This is an optimization exercise on Yosys and OpenROAD, whose aim is small area and a short achievable clock period, not a production implementation. The RTL was checked by simulation tests, not by an equivalence proof against the original design. No activity file was given, so power comes from the tool's default toggle rates.

==> flow/design.v (outline; a module is shown in full before it is edited, if it fits) <==
// module mipsExecUnit: 1106 lines
module mipsExecUnit
(
    input  logic        clk,
    input  logic        rstN,
    input  logic        instrValid,
    input  logic [31:0] instrWord,
    input  logic [31:0] rsValue,
    input  logic [31:0] rtValue,
    output logic        resultValid,
    output logic [32:0] execOut
);
  // ...
==> flow/flow/run.sh <==
#!/bin/bash
bash standard.sh SETUP_SLACK_MARGIN=5.3 finish > standard.log 2>&1
==> flow/standard.sh <==
#!/bin/bash
# synth_recipe.tcl (not shown) runs the flow's synth.tcl, then flattens the netlist and writes it again
# the make line also repeats each setting of config.mk as NAME=value (left out here)
make -C /OpenROAD-flow-scripts/flow DESIGN_CONFIG=/design/flow/config.mk WORK_HOME=/design/flow/orfs CLKGATE_MAP_FILE= SYNTH_SCRIPT=/design/flow/synth_recipe.tcl "${@:-finish}"
==> flow/config.mk <==
export PLATFORM = sky130hd
export DESIGN_NAME = mipsExecUnit
export DESIGN_NICKNAME = mipsExecUnit
export VERILOG_FILES = /design/flow/design.v
export SDC_FILE = /design/flow/constraint.sdc
export NUM_CORES = 4
export LEC_CHECK = 0
export CAP_MARGIN = 20
export CORE_MARGIN = 2
export CORE_UTILIZATION = 60
export PLACE_DENSITY = 0.8
export SETUP_SLACK_MARGIN = 5
export SLEW_MARGIN = 20
==> flow/constraint.sdc <==
create_clock -name core_clock -period 9.0 [get_ports {clk}]
set_input_delay 1.8000 -clock core_clock [delete_from_list [all_inputs] [get_ports {clk}]]
set_output_delay 1.8000 -clock core_clock [all_outputs]
set_load 0.01 [all_outputs]
==> flow_metrics.py, run 1 <==
metrics = {
    "critical_path": {
        "end_kind": "register",
        "r2r-start": "r2t[13]$_DFF_P_",
        "worstPathArrival_ns": 4.18,
        "path_cells": "clkdlybuf4s50_1 > xor2_1 > nor4_1 > nand4_1 > o31ai_1 > xor2_1 > a22o_1",
        "critPathMostFrequentCell": "xor2_1",
        "required_ns": 9.46,
        "r2r_end": "sum3[30]$_DFF_P_",
    },
    "sta": {
        "period_share_pct": 41.37,
        "drv_slew": 0,
        "setup_viol": 0,
        "tns_ns": 0,
    },
    "synth": {
        "synthTopCellsByArea": "dfxtp_1 (25%), fa_1 (21%), a22oi_1 (9.1%)",
        "synth_compound_area_share_pct": 15.73,
        "yosys-top-cells-count": "dfxtp_1 (269), a22oi_1 (258), fa_1 (219)",
        "synth_xor_area_share_pct": 15.69,
        "syn-instance-count": 2130,
    },
    "clock_network": {
        "post_cts_resized": 83,
        "clock_path_buffers": 3,
        "clock-root-buffer": "clkbuf_16",
        "tritoncts": "yes",
        "postCtsSetupBuffers": 13,
        "clkTransAtPathRegs_ns": 0.07,
    },
    "power_and_ir_drop": {
        "power_clock_mw": 1.25,
        "peakVddDrop_v": 0.0001675,
        "p_leak_nw": 10.13,
    },
    "cells_and_area": {
        "top_regs": "r2t x106, f1 x48",
        "inv_count": 161,
        "diodes": 0,
        "fill_cells": 2591,
        "regArea_sq_um": 5424,
        "fin_util_pct": 69.22,
    },
    "placed_design": {
        "dp.cells": 2542,
        "dpl_cell_area_sq_um": 22590,
    },
    "floorplan": {
        "start_util_pct": 61.26,
        "std_cell_rows": 68,
        "core_sq_um": 34710,
        "taps": 455,
    },
    "grt": {
        "grt_max_degree": 66,
        "grt_pass1_vias": 17590,
        "antenna_found_initial": 1,
        "grt_util_met2_pct": 57.19,
    },
    "detailed_routing": {
        "via_per_inst": 6.524,
        "drt-met1-wl_um": 23500,
        "wl_per_cell_um": 24.98,
    },
    "run_status": {
        "status": "timing/DRC/antenna clean",
    },
}
==> inputs of run 2 (changes only) <==
==> flow/flow/run.sh (replaced) <==
#!/bin/bash
bash standard.sh SETUP_SLACK_MARGIN=5.6 finish > standard.log 2>&1
==> run 2 against run 1 <==
Still clean on timing, DRC and antenna. Register-to-register slack improved by 0.11 ns. Count of clock-buffer cells in the layout is 3 higher. Via count increased by 3.6%. Sequential cell count unchanged. Combinational power rose by 12%. Critical path type is now register to output pin. Largest cell class unchanged. Highest routed layer unchanged.
==> flow_metrics.py, run 2 <==
metrics = {
    "run_status": {
        "status": "timing/DRC/antenna clean",
    },
    "sta": {
        "skew_ns": 0.02884,
        "setup_viol": 0,
        "min_period_ns": 3.562,
        "drv_slew": 0,
        "worst_pin_slew_ns": 1.008,
        "final-hold-violation-count": 0,
        "tns_ns": 0,
        "whs_ns": 0.3270,
        "period_share_pct": 39.58,
        "rsz0062_at_grt": "true",
        "fmax_mhz": 280.7,
        "slew_headroom_pct": 32.78,
    },
    "synth": {
        "yosys-top-cells-count": "dfxtp_1 (269), a22oi_1 (258), fa_1 (219)",
        "synthDistinctLibCells": 68,
        "synth.net_count": 2509,
        "yosys.area_share.simple_pct": 5.978,
        "netlist.top_cell.by_area": "dfxtp_1",
        "avgSynthCellArea_sq_um": 9.984,
        "synthAdderAreaFrac_pct": 24.21,
        "yosysMostFrequentCell": "dfxtp_1",
        "synth_edf_count": 0,
        "synth_top_family_by_area": "adder cells",
        "yosys_most_used_dff": "dfxtp_1",
        "seq_area_frac_synth_pct": 25.32,
        "netlist_area_sq_um": 21270,
        "synth_xor_area_share_pct": 15.69,
        "synthTopCellsByArea": "dfxtp_1 (25%), fa_1 (21%), a22oi_1 (9.1%)",
        "yosysTopAreaCellShare_pct": 25.32,
        "synth_compound_area_share_pct": 15.73,
        "syn-instance-count": 2130,
        "synth_seq_cells": 269,
        "yosysWarnings": 1,
        "synthArstFlopShare_pct": 0,
        "synthMuxAreaShare_pct": 6.307,
    },
    "grt": {
        "grt_pass1_wl_um": 109200,
        "grt_overflow": 0,
        "antenna_found_initial": 3,
        "grt_usage_pct": 39.71,
        "grt_pass1_vias": 18090,
        "grt_max_degree": 42,
    },
    "critical_path": {
        "reg2reg_setup_slack_ns": 5.49,
        "r2r-start": "r2t[37]$_DFF_P_",
        "crit_path_start_kind": "register",
        "end_kind": "output pin",
        "reg2reg_depth": 10,
        "cp_max_fo": 8,
        "crit_type": "register to output pin",
        "cp-endpoint": "execOut[4]",
        "r2r_end": "sum3[31]$_DFF_P_",
        "required_ns": 7.20,
        "critPathLaunch": "srl3$_DFF_P_",
        "worstPathArrival_ns": 1.76,
    },
    "floorplan": {
        "die_area_sq_um": 36960,
        "std_cell_rows": 68,
        "start_util_pct": 61.26,
        "chipWidth_um": 192.3,
        "die_y_um": 192.3,
        "io_pins": 133,
        "core_sq_um": 34710,
    },
    "clock_network": {
        "clk_latency_ns": 0.60,
        "cts_num_sinks": 269,
        "cts_inserted_buffers": 28,
        "clock_path_buffers": 3,
        "clock-root-buffer": "clkbuf_16",
        "tritoncts": "yes",
        "h-tree-depth": 1,
        "clkTransAtPathRegs_ns": 0.06,
    },
    "cells_and_area": {
        "layout-drive-gt1-share_pct": 16.70,
        "top_regs": "r2t x106, f1 x48",
        "fill_cells": 2392,
        "area_growth_pct": 18.43,
        "multi_input_area_sq_um": 15140,
        "regArea_sq_um": 5495,
        "post-route-cell-area_sq_um": 25190,
        "fin_nets": 2556,
        "largest_reg_flops": 106,
        "mostFrequentLayoutCell": "a22oi_1",
        "regMostFlops": "r2t",
        "final_cell_mix": "a22oi_1 (247), dfxtp_1 (227), fa_1 (215)",
    },
    "detailed_routing": {
        "wl_per_cell_um": 28.06,
        "via_per_inst": 6.652,
        "routed-via-count": 17660,
        "drt-met1-wl_um": 25970,
        "drtAntennaViolNets": 0,
        "drt_iter0_markers": 2359,
        "wl_met3_um": 9140,
        "met2_length_um": 33560,
        "drc": 0,
        "wirelength_um": 74480,
        "highest_layer": "met4",
        "drt-pass1-iter-count": 7,
    },
    "power_and_ir_drop": {
        "p_leak_nw": 10.56,
        "p_per_area_nw_per_um2": 139.5,
        "peakVddDrop_v": 0.0001515,
    },
    "placed_design": {
        "gp_congestion": 0.9737,
        "dp_hpwl_um": 47320,
        "dpl_cell_area_sq_um": 22600,
        "io_buffers": 127,
    },
    "hold_path": {
        "hold_depth": 0,
        "min_path_type": "register to register",
    },
    "flow_run": {
        "cap_violations": 0,
    },
}
run 2: cell count changes in the layout (fill, tap and decap cells not counted), sizes merged, moves of 2 or more:
cell / before / now
buf: 59 / 126
bufbuf: 0 / 2
clkbuf: 39 / 46
clkdlybuf4s50: 88 / 57
clkinvlp: 3 / 0
dlygate4sd2: 29 / 19
dlymetal6s2s: 8 / 12
nand2b: 13 / 15
or3: 2 / 4
run 2: kinds of logic (layout without fill, tap and decap cells):
family,Yosys count,in the layout
buffers and inverters,372,433
multiplexers,93,93
flip-flops,269,269
XOR/XNOR,381,381
AO/OA/AOI/OAI,480,481
other,0,1
adder cells (fa/ha/maj),280,280
AND/OR/NAND/NOR,255,261
run 2: worst min-delay path by stage:
| stage | startpoint | slack, ns | endpoint |
|---|---|---|---|
| CTS | r2t[5]$_DFF_P_ | 0.33 | sum3[5]$_DFF_P_ |
| finish | tk2$_DFF_P_ | 0.33 | tk3$_DFF_P_ |
| global placement | tk2$_DFF_P_ | 0.31 | tk3$_DFF_P_ |
| global route | tk2$_DFF_P_ | 0.33 | tk3$_DFF_P_ |
| floorplan | slt1$_DFF_P_ | 0.31 | slt2$_DFF_P_ |
| detailed placement | r2t[3]$_DFF_P_ | 0.31 | sum3[3]$_DFF_P_ |
run 2: critical path, cell delays in order, from the launching register on:
cell     delay, ns
dfxtp_4       0.36
buf_6         0.12
nor2_4        0.15
buf_12        0.14
buf_16        0.13
a22o_1        0.14
buf_2         0.13
run 2: routing by layer:
metal / vias up / GRT usage [%]
met1: 8553 / 49.42
met4: 0 / 25.34
met3: 364 / 9.220
li1: 7323 / -
met5: - / 0
met2: 1415 / 62.44
run 2: final cells by class:
class,instances,area share [%]
diodes,1,0.009936
clock buffers,41,3.294
clock inverters,10,0.6409
inverters,161,2.400
multi-input cells,1496,60.13
flip-flops and latches,269,21.82
well taps,455,2.260
repair buffers,221,9.449
run 2: repair_timing:
action,4_1_cts,5_1_grt
resized for setup,318,142
setup buffers,29,12
cloned,14,4
endpoints found under the hold margin,0,0
hold buffers,0,0
setup endpoints to repair,164,133
pin swaps,30,52
run 2: stage by stage:
step / util [%] / worst slack [ns] / total power [mW] / instances
6_report: 72.55 / 5.438 / 3.512 / 2654
3_5_place_dp: 65.11 / 4.067 / 2.197 / 2543
5_1_grt: 72.55 / 5.394 / 3.614 / 2653
2_1_floorplan: - / 5.428 / 1.849 / 2130
4_1_cts: 70.64 / 5.448 / 3.436 / 2637
3_3_place_gp: 65.11 / 4.112 / 2.172 / 2543
run 2: where the power goes:
part           switching [mW]  internal (mW)  total, mW
clock network           0.513          0.728       1.24
logic                   0.507          0.380      0.888
registers              0.0918           1.29       1.38
total                    1.11           2.40       3.51
==> inputs of run 3 (changes only) <==
==> flow/flow/run.sh (replaced) <==
#!/bin/bash
bash standard.sh SETUP_SLACK_MARGIN=5.45 finish > standard.log 2>&1
==> run 3 against run 2 <==
Non-clock buffer count decreased by 31. Register-to-register slack got worse by 0.05 ns. Sequential share of layout area increased by 0.56 points. Global-route usage decreased by 2.6 points. Via count decreased by 2.2%. Total power decreased by 4.0%. Clock skew decreased by 0.0069 ns. First-iteration DRC count decreased by 12%. Synthesized area unchanged. Critical path type is now register to register. Critical endpoint is now sum3[31]$_DFF_P_.
==> flow_metrics.py, run 3 <==
metrics = {
    "grt": {
        "grt_pass1_wl_um": 102800,
        "grt_pass1_vias": 17720,
        "grt_overflow": 0,
        "antenna_found_initial": 1,
        "grt_usage_pct": 37.07,
        "grt_max_degree": 66,
    },
    "critical_path": {
        "critPathMostFrequentCell": "fa_1",
        "crit_path_start_kind": "register",
        "required_ns": 9.45,
        "crit_type": "register to register",
        "worstPathArrival_ns": 4.01,
        "cp_max_fo": 4,
        "crit_slowest_cell": "fa_1",
        "slowest_delay_ns": 0.58,
        "end_kind": "register",
        "path_cells": "fa_1 > fa_1 > ha_1 > nand2_1 > o21ai_0 > a22oi_1 > a21oi_2 > nor2_2 > a21oi_4 > mux2i_4",
    },
    "detailed_routing": {
        "wirelength_um": 67090,
        "routed-via-count": 17260,
        "drtAntennaViolNets": 0,
        "drc": 0,
        "wl_per_cell_um": 25.63,
        "drt_iter0_markers": 2080,
        "drt-pass1-iter-count": 7,
        "via_per_inst": 6.594,
    },
    "synth": {
        "synthTopCellsByArea": "dfxtp_1 (25%), fa_1 (21%), a22oi_1 (9.1%)",
        "synth_xor_area_share_pct": 15.69,
        "yosysWarnings": 1,
        "synth_top_family_by_area": "adder cells",
        "yosys_most_used_dff": "dfxtp_1",
        "netlist_area_sq_um": 21270,
        "avgSynthCellArea_sq_um": 9.984,
        "seq_area_frac_synth_pct": 25.32,
        "yosysMostFrequentCell": "dfxtp_1",
        "synth_edf_count": 0,
        "synth.net_count": 2509,
        "synthMuxAreaShare_pct": 6.307,
        "synth_seq_cells": 269,
        "synth_compound_area_share_pct": 15.73,
        "syn-instance-count": 2130,
        "netlist.top_cell.by_area": "dfxtp_1",
        "yosys.area_share.simple_pct": 5.978,
        "synthDistinctLibCells": 68,
        "synthArstFlopShare_pct": 0,
        "synthAdderAreaFrac_pct": 24.21,
        "yosys-top-cells-count": "dfxtp_1 (269), a22oi_1 (258), fa_1 (219)",
        "yosysTopAreaCellShare_pct": 25.32,
    },
    "floorplan": {
        "chipWidth_um": 192.3,
        "io_pins": 133,
        "start_util_pct": 61.26,
        "std_cell_rows": 68,
        "die_area_sq_um": 36960,
        "die_y_um": 192.3,
        "core_sq_um": 34710,
    },
    "power_and_ir_drop": {
        "p_per_area_nw_per_um2": 139.0,
        "internal_power_mw": 2.313,
        "swShare_pct": 31.43,
        "pwr-share-comb_pct": 25.0,
        "peakVddDrop_v": 0.0001749,
        "seqPwrFrac_pct": 40.7,
        "clockPowerShare_pct": 34.4,
        "p_switching_mw": 1.060,
        "power.total_mw": 3.373,
        "p_leak_nw": 10.18,
    },
    "cells_and_area": {
        "regArea_sq_um": 5431,
        "layout-drive-gt1-share_pct": 10.83,
        "mostFrequentLayoutCell": "a22oi_1",
        "final_cell_mix": "a22oi_1 (258), dfxtp_1 (246), fa_1 (218)",
        "top_regs": "r2t x106, f1 x48",
        "area_growth_pct": 14.13,
        "fin_nets": 2519,
        "largest_reg_flops": 106,
        "multi_input_area_sq_um": 14830,
        "regMostFlops": "r2t",
        "fill_cells": 2515,
    },
    "placed_design": {
        "gp_congestion": 1.011,
        "io_buffers": 127,
        "dp_hpwl_um": 45930,
    },
    "sta": {
        "setup_viol": 0,
        "period_share_pct": 39.55,
        "skew_ns": 0.02198,
        "worst_pin_slew_ns": 1.010,
        "rsz0062_at_grt": "true",
        "tns_ns": 0,
        "slew_headroom_pct": 32.65,
        "min_period_ns": 3.560,
        "final-hold-violation-count": 0,
        "drv_slew": 0,
        "fmax_mhz": 280.9,
    },
    "clock_network": {
        "tritoncts": "yes",
        "clock_path_buffers": 3,
        "h-tree-depth": 1,
        "clk_latency_ns": 0.59,
        "clock-root-buffer": "clkbuf_16",
        "cts_inserted_buffers": 27,
        "clkTransAtPathRegs_ns": 0.06,
        "cts_num_sinks": 269,
    },
    "hold_path": {
        "min_path_type": "register to register",
    },
    "run_status": {
        "status": "timing/DRC/antenna clean",
    },
    "flow_run": {
        "cap_violations": 0,
    },
}
==> run 3: changes by cell type in the layout (fill, tap and decap cells not counted), sizes merged, moves of 3 or more <==
| cell | delta |
|---|---|
| dlygate4sd2 | +5 |
| clkdlybuf4s50 | +19 |
| clkdlybuf4s15 | +11 |
| clkinv | +3 |
| clkbuf | -7 |
| buf | -61 |
==> run 3: logic make-up after synthesis <==
group                    count (synthesis)
AND/OR/NAND/NOR                        255
flip-flops                             269
XOR/XNOR                               381
buffers and inverters                  372
multiplexers                            93
AO/OA/AOI/OAI                          480
adder cells (fa/ha/maj)                280
==> run 3: power groups by stage <==
stage               clock, mW  sequential (mW)  combinational, mW
CTS                      1.17             1.37              0.808
finish                   1.16             1.37              0.842
floorplan                   0             1.36              0.484
global route             1.22             1.38              0.898
detailed placement          0             1.40              0.797
global placement            0             1.39              0.772
==> run 3: layer usage <==
| metal | part of all wire, % | vias up | track usage, % |
|---|---|---|---|
| met2 | 45 | 1347 | 57.36 |
| met1 | 36 | 8368 | 47.54 |
| li1 | - | 7256 | - |
| met4 | 6.4 | 0 | 21.40 |
| met3 | 12 | 293 | 9.056 |
| met5 | 0 | - | 0 |
==> run 3: worst paths after layout <==
check                  start                to  slack [ns]  cells after the start
max reg2reg  r2t[37]$_DFF_P_  sum3[31]$_DFF_P_        5.44                     10
min            sltK1$_DFF_P_     sltK2$_DFF_P_        0.33                      0
min reg2reg    sltK1$_DFF_P_     sltK2$_DFF_P_        0.33                      0
max          r2t[37]$_DFF_P_  sum3[31]$_DFF_P_        5.44                     10
==> run 3: worst max-delay path: cells and delay by family, from the launching register on <==
kind                     cells  cell delay (ns)
AO/OA/AOI/OAI                4             1.03
adder cells (fa/ha/maj)      3             1.39
flip-flops                   1             0.32
multiplexers                 1             0.43
AND/OR/NAND/NOR              2             0.27
==> run 3: through the flow <==
stage	cells	area [sq um]	worst slack (ns)	hold WS, ns	utilization, %
3_3_place_gp	2548	22630	4.119	0.3122	65.20
4_1_cts	2611	24010	5.401	0.3256	69.17
3_5_place_dp	2550	22690	4.067	0.3121	65.37
6_report	2618	24270	5.440	0.3264	69.92
2_1_floorplan	2130	21280	5.424	0.3096	-
5_1_grt	2616	24270	5.389	0.3339	69.90
==> run 3: area by class of cell <==
class                   count  share of cell area, %
clock inverters            14                 0.5516
clock buffers              36                  3.253
well taps                 455                  2.346
diodes                      2                0.02062
multi-input cells        1491                  61.08
flip-flops and latches    269                  22.38
repair buffers            190                  7.877
inverters                 161                  2.490
==> run 3: what timing repair did <==
item | 4_1_cts | 5_1_grt
setup endpoints to repair | 105 | 73
pin swaps | 9 | 9
setup buffers | 9 | 5
hold buffers | 0 | 0
resized for setup | 111 | 74
cloned | 2 | 0
==> inputs of run 4 (changes only) <==
--- a/flow/config.mk
+++ b/flow/config.mk
@@ -8,6 +8,6 @@
 export CAP_MARGIN = 20
 export CORE_MARGIN = 2
-export CORE_UTILIZATION = 60
-export PLACE_DENSITY = 0.8
+export CORE_UTILIZATION = 65
+export PLACE_DENSITY = 0.85
 export SETUP_SLACK_MARGIN = 5
 export SLEW_MARGIN = 20
==> run 4 against run 3 <==
Core utilization grew 5.2 points. Synthesized cell count is the same. Combinational power shrank 2%. Hold slack lost 0.0028 ns. Register-to-register slack gained 0.07 ns. Worst setup slack lost 0.0031 ns. Cell count shrank 0.23%. First-iteration DRC count grew 35%. Die area shrank 7.5%. Routed wire length grew 3.9%.
==> flow_metrics.py, run 4 <==
metrics = {
    "hold_path": {
        "min_path_type": "register to register",
        "min_to": "slt2$_DFF_P_",
        "hp-start": "slt1$_DFF_P_",
        "hold_depth": 0,
    },
    "detailed_routing": {
        "drt_iter0_markers": 2814,
        "wirelength_um": 69680,
        "wl_per_cell_um": 26.68,
        "via_per_inst": 6.709,
        "drt-pass1-iter-count": 7,
        "drc": 0,
        "routed-via-count": 17520,
        "drtAntennaViolNets": 0,
    },
    "sta": {
        "skew_ns": 0.02927,
        "drv_slew": 0,
        "rsz0062_at_grt": "true",
        "fmax_mhz": 280.7,
        "min_period_ns": 3.563,
        "final-hold-violation-count": 0,
        "period_share_pct": 39.59,
        "slew_headroom_pct": 51.28,
        "whs_ns": 0.3236,
        "tns_ns": 0,
        "worst_pin_slew_ns": 0.7285,
        "setup_viol": 0,
    },
    "grt": {
        "grt_max_degree": 66,
        "antenna_found_initial": 1,
        "grt_usage_pct": 40.21,
        "grt_overflow": 0,
        "grt_pass1_vias": 17740,
        "grt_pass1_wl_um": 102800,
    },
    "synth": {
        "yosysTopAreaCellShare_pct": 25.32,
        "synth_seq_cells": 269,
        "yosys_most_used_dff": "dfxtp_1",
        "synthDistinctLibCells": 68,
        "synthArstFlopShare_pct": 0,
        "netlist.top_cell.by_area": "dfxtp_1",
        "netlist_area_sq_um": 21270,
        "synth_edf_count": 0,
        "syn-instance-count": 2130,
        "yosysMostFrequentCell": "dfxtp_1",
        "avgSynthCellArea_sq_um": 9.984,
        "seq_area_frac_synth_pct": 25.32,
        "yosysWarnings": 1,
        "synth.net_count": 2509,
        "yosys-top-cells-count": "dfxtp_1 (269), a22oi_1 (258), fa_1 (219)",
        "synthTopCellsByArea": "dfxtp_1 (25%), fa_1 (21%), a22oi_1 (9.1%)",
    },
    "critical_path": {
        "critical-path-top-delay-family": "buffers and inverters",
        "worstPathArrival_ns": 1.76,
        "required_ns": 7.20,
        "slowest_delay_ns": 0.39,
        "crit_type": "register to output pin",
        "r2r-start": "f1[0]$_DFF_P_",
        "path_cells": "buf_4 > buf_12 > a22o_1 > dlygate4sd2_1",
        "cp_max_fo": 17,
        "end_kind": "output pin",
        "reg2reg_setup_slack_ns": 5.51,
        "crit_path_start_kind": "register",
        "reg2reg_depth": 11,
        "r2r_end": "r2t[105]$_DFF_P_",
        "critPathBufInv": 3,
        "crit_slowest_cell": "dfxtp_4",
    },
    "cells_and_area": {
        "area_growth_pct": 14.33,
        "diodes": 0,
        "top_regs": "r2t x106, f1 x48",
        "largest_reg_flops": 106,
        "fin_nets": 2527,
        "regArea_sq_um": 5436,
        "regMostFlops": "r2t",
        "layout-drive-gt1-share_pct": 11.24,
        "fill_cells": 2117,
        "final_cell_mix": "a22oi_1 (257), dfxtp_1 (242), fa_1 (218)",
        "mostFrequentLayoutCell": "a22oi_1",
        "multi_input_area_sq_um": 14790,
    },
    "power_and_ir_drop": {
        "p_leak_nw": 10.24,
        "peakVddDrop_v": 0.0001346,
        "p_per_area_nw_per_um2": 139.8,
    },
    "floorplan": {
        "io_pins": 133,
        "start_util_pct": 65.69,
        "core_sq_um": 32370,
        "std_cell_rows": 66,
        "die_area_sq_um": 34180,
        "chipWidth_um": 184.9,
        "die_y_um": 184.9,
    },
    "clock_network": {
        "h-tree-depth": 1,
        "cts_num_sinks": 269,
        "tritoncts": "yes",
        "clk_latency_ns": 0.59,
        "cts_inserted_buffers": 28,
        "clock_path_buffers": 3,
        "clock-root-buffer": "clkbuf_16",
        "clkTransAtPathRegs_ns": 0.06,
    },
    "placed_design": {
        "gp_congestion": 0.9657,
        "dp_hpwl_um": 46930,
        "io_buffers": 127,
    },
    "flow_run": {
        "cap_violations": 0,
    },
    "run_status": {
        "status": "timing/DRC/antenna clean",
    },
}
[run 4: final cells by class]
type | instances | share of cell area [%]
well taps | 442 | 2.275
clock inverters | 15 | 0.6690
repair buffers | 194 | 8.178
clock buffers | 37 | 3.186
flip-flops and latches | 269 | 22.36
multi-input cells | 1494 | 60.85
inverters | 161 | 2.486
[run 4: what timing repair did]
action / 4_1_cts / 5_1_grt
hold endpoints to repair: 0 / 0
cloned: 2 / 6
gates resized for setup: 112 / 112
setup endpoints to repair: 132 / 64
pin swaps: 7 / 9
buffers inserted: 12 / 5
hold buffers: 0 / 0
[run 4: per-stage QoR]
stage	util, %	std cells	worst slack, ns	cell area [sq um]	power, mW
2_1_floorplan	-	2130	5.424	21280	1.848
3_3_place_gp	69.87	2535	3.907	22620	2.167
3_5_place_dp	69.87	2535	3.793	22620	2.196
4_1_cts	73.70	2601	5.401	23860	3.360
5_1_grt	75.10	2612	5.400	24310	3.505
6_report	75.10	2612	5.437	24310	3.398
[run 4: worst reg2reg max path, delay by kind of cell (launching register included)]
family                     cells  cell delay (ns)
adders and majority gates      4             2.12
DFF                            1             0.39
buffers and inverters          4             0.43
AOI/OAI and AO/OA              1             0.09
xor gates and xnor gates       2             0.33
[run 4: where the power goes]
group	internal, mW	total [mW]	switching (mW)
Sequential	1.30	1.38	0.0842
Clock	0.670	1.19	0.521
Combinational	0.357	0.827	0.470
[run 4: worst max-delay path by stage]
| stage | startpoint | end | slack (ns) | cells past startpoint |
|---|---|---|---|---|
| after floorplan | instrWord[28] | f1[22]$_DFF_P_ | 5.42 | 7 |
| after detailed placement | instrWord[27] | f1[18]$_DFF_P_ | 3.79 | 8 |
| final | srl3$_DFF_P_ | execOut[11] | 5.44 | 4 |
| after CTS | srl3$_DFF_P_ | execOut[21] | 5.40 | 4 |
| after global placement | instrWord[27] | f1[18]$_DFF_P_ | 3.91 | 8 |
| after global routing | srl3$_DFF_P_ | execOut[11] | 5.40 | 4 |
[run 4: kinds of logic after synthesis]
group                      count (synthesis)  share of synthesized area (%)
AOI/OAI and AO/OA                        480                          15.73
xor gates and xnor gates                 381                          15.69
buffers and inverters                    372                          6.760
adders and majority gates                280                          24.21
DFF                                      269                          25.32
and+or+nand+nor                          255                          5.978
muxes                                     93                          6.307
[run 4: routing by layer]
metal  global-route usage [%]  share of wire, %  up-vias
li1                         -                 -     7260
met1                    51.26                36     8398
met2                    62.80                45     1465
met3                    10.28                13      398
met4                    22.22               7.1        2
met5                        0             0.019        -

==> what the ideal ports hide <==
No port has a modelled driver above. Below, the same layouts with a new extraction and two added sets of constraints. Step 1 assumes that a clkbuf_16 drives the clock port and a buf_2 every other input. Step 2 adds t to the input delays and takes it off the output delays; t is the mean of the earliest and latest rising clock arrival at the registers after step 1. Input paths then give back, and output paths get back, about the clock's delay inside the block. a / b / c = no drivers / after step 1 / after step 2; a / b = the first two.
run | t, ns | setup slack, ns | slew at the worst register clock pin (ns) | pins driven straight from the clock port
run 1 | 0.625 | 5.277 / 5.308 / 4.686 | 0.07 / 0.07 | 1
run 2 | 0.639 | 5.438 / 5.382 / 4.995 | 0.07 / 0.07 | 1
run 3 | 0.631 | 5.440 / 5.399 / 4.853 | 0.07 / 0.07 | 1
run 4 | 0.629 | 5.437 / 5.379 / 4.889 | 0.07 / 0.07 | 1
After both steps setup and hold are still met in every run listed. The setup slack of run 1, which loses most, moves by +0.031 ns with the drivers and by -0.591 ns with both steps.
